Context: an optimization exercise on an open-source flow, tuned for small area. The choices shown serve that exercise and are no tape-out recipe.
Where RTL was checked, it was by simulation tests only, not by an equivalence proof against the original.
No activity file was given, so power comes from the tool's default toggle rates.

==> 09-12 <==
## decode_dispatch
module decode_dispatch (
  input  logic                   clk,
  input  logic                   rst,
  input  logic                   roll_back,
  input  logic                   if_in_en,
  input  dispatch_pkg::addr_t    if_pc,
  input  dispatch_pkg::instr_t   if_instr,
  input  logic                   jump,
  input  logic                   rs1_busy,
  input  dispatch_pkg::rob_idx_t rs1_dep,
  input  dispatch_pkg::data_t    rs1_val,
  input  logic                   rs2_busy,
  input  dispatch_pkg::rob_idx_t rs2_dep,
  input  dispatch_pkg::data_t    rs2_val,
  input  logic                   cdb_en,
  input  dispatch_pkg::rob_idx_t cdb_rob_idx,
  input  dispatch_pkg::data_t    cdb_val,
  input  dispatch_pkg::rob_idx_t rob_idx_nxt,
  output logic                   stall_reset,
  output dispatch_pkg::addr_t    new_pc,
  output dispatch_pkg::rob_idx_t stall_rob_idx,
  output logic                   rf_en,
  output dispatch_pkg::reg_idx_t rf_dest,
  output dispatch_pkg::rob_idx_t rf_rob_idx,
  output logic                   rs_en,
  output dispatch_pkg::rs_op_t   rs_op_out,
  output dispatch_pkg::data_t    rs_vj,
  output logic                   rs_qj_en,
  output dispatch_pkg::rob_idx_t rs_qj,
  output dispatch_pkg::data_t    rs_vk,
  output logic                   rs_qk_en,
  output dispatch_pkg::rob_idx_t rs_qk,
  ...
==> flow/config.mk <==
export PLATFORM = sky130hd
export DESIGN_NAME = decode_dispatch
export DESIGN_NICKNAME = decode_dispatch
export VERILOG_FILES = /design/flow/design.v
export SDC_FILE = /design/flow/constraint.sdc
export NUM_CORES = 4
export LEC_CHECK = 0
export CAP_MARGIN = 0
export CORE_MARGIN = 2
export CORE_UTILIZATION = 65
export PLACE_DENSITY = 0.75
export SLEW_MARGIN = 0
export SYNTH_HIERARCHICAL = 1
export SYNTH_MINIMUM_KEEP_SIZE = 0
==> flow/constraint.sdc <==
create_clock -name core_clock -period 5.0 [get_ports {clk}]
set_input_delay 1.0000 -clock core_clock [delete_from_list [all_inputs] [get_ports {clk}]]
set_output_delay 1.0000 -clock core_clock [all_outputs]
set_load 0.01 [all_outputs]
standard.sh (not shown) runs the stock make flow with config.mk's settings and CLKGATE_MAP_FILE= SYNTH_SCRIPT=/design/flow/synth_recipe.tcl, a recipe that flattens the netlist after the stock synthesis.
==> flow/flow/run.sh <==
#!/bin/bash
# Standard ORFS layout with two changes: the port buffers use the smallest
# buffer cell, and the clock tree uses few, large sink clusters and no dummy loads.
export BUFFER_PORTS_ARGS="-buffer_cell sky130_fd_sc_hd__buf_1"
export CTS_ARGS="-sink_clustering_enable -repair_clock_nets -dont_use_dummy_load -sink_clustering_size 20 -sink_clustering_max_diameter 60 -buf_list {sky130_fd_sc_hd__clkbuf_8}"
bash standard.sh > standard.log 2>&1
==> 03-06: changes against 09-12 <==
--- a/flow/design.v
+++ b/flow/design.v
@@ -65,37 +65,37 @@
   input  dispatch_pkg::data_t    rs1_val,
   input  logic                   rs2_busy,
   input  dispatch_pkg::rob_idx_t rs2_dep,
   input  logic                   cdb_en,
   input  dispatch_pkg::rob_idx_t cdb_rob_idx,
   input  dispatch_pkg::data_t    cdb_val,
   output logic                   op1_pend,
-  output dispatch_pkg::data_t    op1_raw,       
+  output dispatch_pkg::data_t    op1_val,
   output logic                   op2_pend,
   output logic                   op2_use_reg,   
   output logic                   op2_use_cdb    
 );
   logic hit1, hit2;
   assign hit1 = cdb_en && (rs1_dep == cdb_rob_idx);
   assign hit2 = cdb_en && (rs2_dep == cdb_rob_idx);
   assign op1_pend    = rs1_busy && !hit1;
   assign op2_pend    = rs2_busy && !hit2;
   assign op2_use_reg = !rs2_busy;
   assign op2_use_cdb = rs2_busy && hit2;
-  ao22 #(.W(32)) u_op1_raw (
+  ao22 #(.W(32)) u_op1 (
     .s0(!rs1_busy), .d0(rs1_val),
-    .s1(rs1_busy), .d1(cdb_val),
-    .y(op1_raw)
+    .s1(rs1_busy && hit1), .d1(cdb_val),
+    .y(op1_val)
   );
 endmodule
 `timescale 1ns/1ps
 module instr_decode (
   input  dispatch_pkg::instr_t if_instr,
   input  dispatch_pkg::addr_t  if_pc,
-  input  dispatch_pkg::data_t  op1_raw,     
+  input  dispatch_pkg::data_t  op1_val,
   output logic                 is_alu_r,
   output logic                 is_alu_i,
   output logic                 is_branch,
   output logic                 is_lui,
   output logic                 is_auipc,
   output logic                 is_jal,
   output logic                 is_jalr,
@@ -143,94 +143,30 @@
         default:                  rs_op = dispatch_pkg::RS_AND;
       endcase
     end
   end
   assign shift   = (funct3 == dispatch_pkg::F3_SLL) || (funct3 == dispatch_pkg::F3_SRL_SRA);
   assign imm_mid = !shift;
   assign imm_sx  = !shift && (funct3 != dispatch_pkg::F3_SLTU) && if_instr[31];
-  inc30 u_inc (.a(if_pc[31:2]), .y(pc_plus4[31:2]));
-  assign pc_plus4[1:0] = if_pc[1:0];
-  logic u_type, j_type, b_type, i_type;
-  assign u_type = !opcode[6];                            
-  assign j_type = opcode[3];                             
-  assign b_type = !opcode[2];                            
-  assign i_type = opcode[6] && !opcode[3] && opcode[2];  
+  assign pc_plus4 = {if_pc[31:2] + 30'd1, if_pc[1:0]};
   ao22 #(.W(32)) u_add_a (
-    .s0(i_type), .d0(op1_raw),
-    .s1(!i_type && !(u_type && opcode[5])), .d1(if_pc),
+    .s0(is_jalr), .d0(op1_val),
+    .s1(!is_jalr && !is_lui), .d1(if_pc),
     .y(add_a)
   );
-  logic b_uj, b_i;
-  assign b_uj = u_type || j_type;
-  assign add_b[0]     = i_type && if_instr[20];
-  ao22 #(.W(4)) u_b4 (
-    .s0(opcode[6] && b_type), .d0(if_instr[11:8]),
-    .s1(opcode[6] && !b_type), .d1(if_instr[24:21]),
-    .y(add_b[4:1]));
-  assign add_b[10:5]  = {6{opcode[6]}} & if_instr[30:25];
-  assign add_b[11]    = u_type ? 1'b0 : b_type ? if_instr[7] : j_type ? if_instr[20] : if_instr[31];
-  ao22 #(.W(8)) u_b12 (
-    .s0(b_uj), .d0(if_instr[19:12]),
-    .s1(!b_uj), .d1({8{if_instr[31]}}),
-    .y(add_b[19:12]));
-  ao22 #(.W(11)) u_b20 (
-    .s0(u_type), .d0(if_instr[30:20]),
-    .s1(!u_type), .d1({11{if_instr[31]}}),
-    .y(add_b[30:20]));
-  assign add_b[31]    = if_instr[31];
-  add32 u_add (.a(add_a), .b(add_b), .s(sum));
-endmodule
-module add32 (
-  input  logic [31:0] a,
-  input  logic [31:0] b,
-  output logic [31:0] s
-);
-  logic [31:0] ap, ag, c;
-  assign ap = a ^ b;
-  assign ag = a & b;
   always_comb begin
-    logic cb;
-    cb = 1'b0;
-    for (int j = 0; j < 32; j += 3) begin
-      logic gg, pp, cr;
-      gg = 1'b0;
-      pp = 1'b1;
-      cr = cb;
-      for (int i = j; i < j + 3 && i < 32; i++) begin
-        c[i] = cr;
-        cr = ag[i] | (ap[i] & cr);
-        gg = ag[i] | (ap[i] & gg);
-        pp = pp & ap[i];
-      end
-      cb = gg | (pp & cb);
-    end
+    add_b = {{20{if_instr[31]}}, if_instr[31:20]};                     
+    if (is_branch)
+      add_b = {{20{if_instr[31]}}, if_instr[7], if_instr[30:25], if_instr[11:8], 1'b0};
+    else if (is_jal)
+      add_b = {{12{if_instr[31]}}, if_instr[19:12], if_instr[20], if_instr[30:21], 1'b0};
+    else if (is_auipc || is_lui)
+      add_b = {if_instr[31:12], 12'd0};
   end
-  assign s = ap ^ c;
-endmodule
-module inc30 (
-  input  logic [29:0] a,
-  output logic [29:0] y
-);
-  logic [29:0] c;
-  always_comb begin
-    logic cb;
-    cb = 1'b1;
-    for (int j = 0; j < 30; j += 4) begin
-      logic cr, ba;
-      cr = cb;
-      ba = 1'b1;
-      for (int i = j; i < j + 4 && i < 30; i++) begin
-        c[i] = cr;
-        cr = cr & a[i];
-        ba = ba & a[i];
-      end
-      cb = cb & ba;
-    end
-  end
-  assign y = a ^ c;
+  assign sum = add_a + add_b;
 endmodule
 `timescale 1ns/1ps
 module ao22_1 (
   input  logic s0, d0, s1, d1,
   output logic y
 );
   assign y = (s0 && d0) || (s1 && d1);
@@ -249,30 +185,14 @@
 endmodule
 module ao2212_1 (
   input  logic s0, d0, s1, d1, t2, s3, d3,
   output logic y
 );
   assign y = (s0 && d0) || (s1 && d1) || t2 || (s3 && d3);
 endmodule
-module mux2_1 (
-  input  logic s, d0, d1,
-  output logic y
-);
-  assign y = s ? d1 : d0;
-endmodule
-module mux2 #(parameter int W = 32) (
-  input  logic         s,
-  input  logic [W-1:0] d0,
-  input  logic [W-1:0] d1,
-  output logic [W-1:0] y
-);
-  for (genvar i = 0; i < W; i++) begin : g
-    mux2_1 u (.s(s), .d0(d0[i]), .d1(d1[i]), .y(y[i]));
-  end
-endmodule
 module ao22 #(parameter int W = 32) (
   input  logic         s0,
   input  logic [W-1:0] d0,
   input  logic         s1,
   input  logic [W-1:0] d1,
   output logic [W-1:0] y
 );
@@ -311,15 +231,15 @@
   input  dispatch_pkg::rs_op_t   rs_op,
   input  logic                   imm_sx,
   input  logic                   imm_mid,
   input  dispatch_pkg::addr_t    pc_plus4,
   input  dispatch_pkg::addr_t    sum,
   input  logic                   op1_pend,
   input  logic                   op2_pend,
-  input  dispatch_pkg::data_t    op1_raw,
+  input  dispatch_pkg::data_t    op1_val,
   input  logic                   op2_use_reg,
   input  logic                   op2_use_cdb,
   input  dispatch_pkg::data_t    rs2_val,
   input  dispatch_pkg::data_t    cdb_val,
   input  dispatch_pkg::rob_idx_t rs1_dep,
   input  dispatch_pkg::rob_idx_t rs2_dep,
   input  dispatch_pkg::rob_idx_t rob_idx_nxt,
@@ -409,15 +329,15 @@
   ao22 #(.W(3)) u_rob_flags (
     .s0(ld_any), .d0({has_result, is_branch, is_branch && jump}),
     .s1(kp_any), .d1({rob_ready, rob_op_br, rob_jump}),
     .y({rob_ready_d, rob_op_br_d, rob_jump_d}));
   ao22 #(.W(4)) u_stall_rob_idx (
     .s0(ld_stall), .d0(rs1_dep), .s1(kp_stall), .d1(stall_rob_idx), .y(stall_rob_idx_d));
   ao22 #(.W(32)) u_rs_vj (
-    .s0(ld_rs && !op1_pend), .d0(op1_raw), .s1(kp_rs), .d1(rs_vj), .y(rs_vj_d));
+    .s0(ld_rs), .d0(op1_val), .s1(kp_rs), .d1(rs_vj), .y(rs_vj_d));
   ao22 #(.W(17)) u_rs_small (
     .s0(ld_rs), .d0({rs_op, rs1_dep, rs2_dep, rob_idx_nxt, op1_pend}),
     .s1(kp_rs), .d1({rs_op_out, rs_qj, rs_qk, rs_rob_idx, rs_qj_en}),
     .y({rs_op_d, rs_qj_d, rs_qk_d, rs_rob_idx_d, rs_qj_en_d}));
   ao22_1 u_rs_qk_en (
     .s0(ld_rs && !is_alu_i), .d0(op2_pend), .s1(kp_rs), .d1(rs_qk_en), .y(rs_qk_en_d));
   for (genvar i = 0; i < 32; i++) begin : g_vk
@@ -499,42 +419,42 @@
   output dispatch_pkg::data_t    rob_val,
   output logic                   rob_jump,
   output dispatch_pkg::addr_t    rob_pc,
   output dispatch_pkg::addr_t    rob_alt_pc
 );
   logic                 op1_pend;
   logic                 op2_pend;
-  dispatch_pkg::data_t  op1_raw;
+  dispatch_pkg::data_t  op1_val;
   logic                 op2_use_reg, op2_use_cdb;
   logic                 imm_sx, imm_mid;
   logic                 is_alu_r, is_alu_i, is_branch, is_lui, is_auipc, is_jal, is_jalr;
   dispatch_pkg::rs_op_t rs_op;
     dispatch_pkg::addr_t  pc_plus4;
   dispatch_pkg::addr_t  sum;
   logic                 rob_op_br;
   operand_bypass u_operand_bypass (
     .rs1_busy(rs1_busy), .rs1_dep(rs1_dep), .rs1_val(rs1_val),
     .rs2_busy(rs2_busy), .rs2_dep(rs2_dep),
     .cdb_en(cdb_en), .cdb_rob_idx(cdb_rob_idx), .cdb_val(cdb_val),
-    .op1_pend(op1_pend), .op1_raw(op1_raw),
+    .op1_pend(op1_pend), .op1_val(op1_val),
     .op2_pend(op2_pend), .op2_use_reg(op2_use_reg), .op2_use_cdb(op2_use_cdb)
   );
   instr_decode u_instr_decode (
-    .if_instr(if_instr), .if_pc(if_pc), .op1_raw(op1_raw),
+    .if_instr(if_instr), .if_pc(if_pc), .op1_val(op1_val),
     .is_alu_r(is_alu_r), .is_alu_i(is_alu_i), .is_branch(is_branch), .is_lui(is_lui),
     .is_auipc(is_auipc), .is_jal(is_jal), .is_jalr(is_jalr),
     .rs_op(rs_op), .imm_sx(imm_sx), .imm_mid(imm_mid), .pc_plus4(pc_plus4), .sum(sum)
   );
   dispatch_regs u_dispatch_regs (
     .clk(clk), .rst(rst), .roll_back(roll_back), .if_in_en(if_in_en), .jump(jump),
     .if_pc(if_pc), .if_instr(if_instr),
     .is_alu_r(is_alu_r), .is_alu_i(is_alu_i), .is_branch(is_branch), .is_lui(is_lui),
     .is_auipc(is_auipc), .is_jal(is_jal), .is_jalr(is_jalr),
     .rs_op(rs_op), .imm_sx(imm_sx), .imm_mid(imm_mid), .pc_plus4(pc_plus4), .sum(sum),
-    .op1_pend(op1_pend), .op2_pend(op2_pend), .op1_raw(op1_raw),
+    .op1_pend(op1_pend), .op2_pend(op2_pend), .op1_val(op1_val),
     .op2_use_reg(op2_use_reg), .op2_use_cdb(op2_use_cdb), .rs2_val(rs2_val), .cdb_val(cdb_val),
     .rs1_dep(rs1_dep), .rs2_dep(rs2_dep), .rob_idx_nxt(rob_idx_nxt),
     .stall_reset(stall_reset), .new_pc(new_pc), .stall_rob_idx(stall_rob_idx),
     .rf_en(rf_en), .rs_en(rs_en), .rs_op_out(rs_op_out), .rs_vj(rs_vj), .rs_qj_en(rs_qj_en),
     .rs_qj(rs_qj), .rs_vk(rs_vk), .rs_qk_en(rs_qk_en), .rs_qk(rs_qk),
     .rs_rob_idx(rs_rob_idx), .rob_en(rob_en), .rob_idx(rob_idx),
     .rob_ready(rob_ready), .rob_op_br(rob_op_br), .rob_dest(rob_dest), .rob_val(rob_val),
==> flow/flow/run.sh (replaced) <==
#!/bin/bash
# Standard ORFS layout; the port buffers use the smallest buffer cell.
export BUFFER_PORTS_ARGS="-buffer_cell sky130_fd_sc_hd__buf_1"
bash standard.sh > standard.log 2>&1
CAP_MARGIN = 20   (was 0)
CORE_UTILIZATION = 40   (was 65)
CTS_BUF_LIST = sky130_fd_sc_hd__clkbuf_4 sky130_fd_sc_hd__clkbuf_8   (was not set)
PLACE_DENSITY = not set   (was 0.75)
SLEW_MARGIN = 20   (was 0)
==> summary of the runs <==
In 09-12 the non-clock buffer count is lower than in 03-06, by 3. Between 09-12 and 03-06, the lower synthesized cell count is in 09-12 (gap about 15%, measured against 03-06). In sequential power, 03-06 and 09-12 hardly differ. Utilization: 09-12 is higher than 03-06 (29 points). Wire length: 03-06 is higher than 09-12 (about 17%).
==> figures <==
Share of Yosys cell area claimed by the top area cell type: 03-06 40.9%; 09-12 43.6%
Final Wtd Congestion: 03-06 0.923; 09-12 1.01
Drt total wl: 03-06 47.4 mm; 09-12 40.4 mm
Number of nets in the final layout: 03-06 1858; 09-12 1709
Detailed route wirelength on metal2: 03-06 22.6 mm; 09-12 18.6 mm
Multi-input comb cells: 03-06 789; 09-12 631
Number of diodes added for antenna fixing: 03-06 0; 09-12 2
Global Route Usage Sum: 03-06 30.4%; 09-12 44.2%
Combined area of the multi-input logic cells: 03-06 6110 µm²; 09-12 5480 µm²
Worst-case vdd ir drop: 03-06 189 µV; 09-12 246 µV
Status: 03-06 complete, no violations; 09-12 complete, no violations
No functional check of the RTL was part of 03-06.

port drivers added, routing unchanged:
The results above use ideal ports. As a check the final layouts listed here were re-extracted and re-timed, cells and wires unchanged.
Step 1 sets driving cells, clkbuf_16 on the clock port and buf_2 on the other inputs (assumed; they add their load-dependent delay and slew).
Step 2 adds t to the input delays and takes it off the output delays; t is the mean of the earliest and latest rising clock arrival at the registers after step 1. Input paths then give back, and output paths get back, about the clock's delay inside the block.
Three values: no drivers, after step 1, after step 2; two values: the first two.
run	t, ns	setup WS [ns]	hold slack, ns	slew at the worst register clock pin (ns)
09-12	0.548	0.439 / 0.453 / -0.095	0.481 / 0.481 / 0.481	0.13 / 0.13
03-06	0.591	0.715 / 0.740 / 0.149	0.469 / 0.469 / 0.469	0.06 / 0.06
With both steps, setup timing fails in 09-12, where it was met with ideal ports. For 03-06, which loses most, drivers alone change the setup slack by +0.025 ns; drivers and shift together by -0.566 ns.
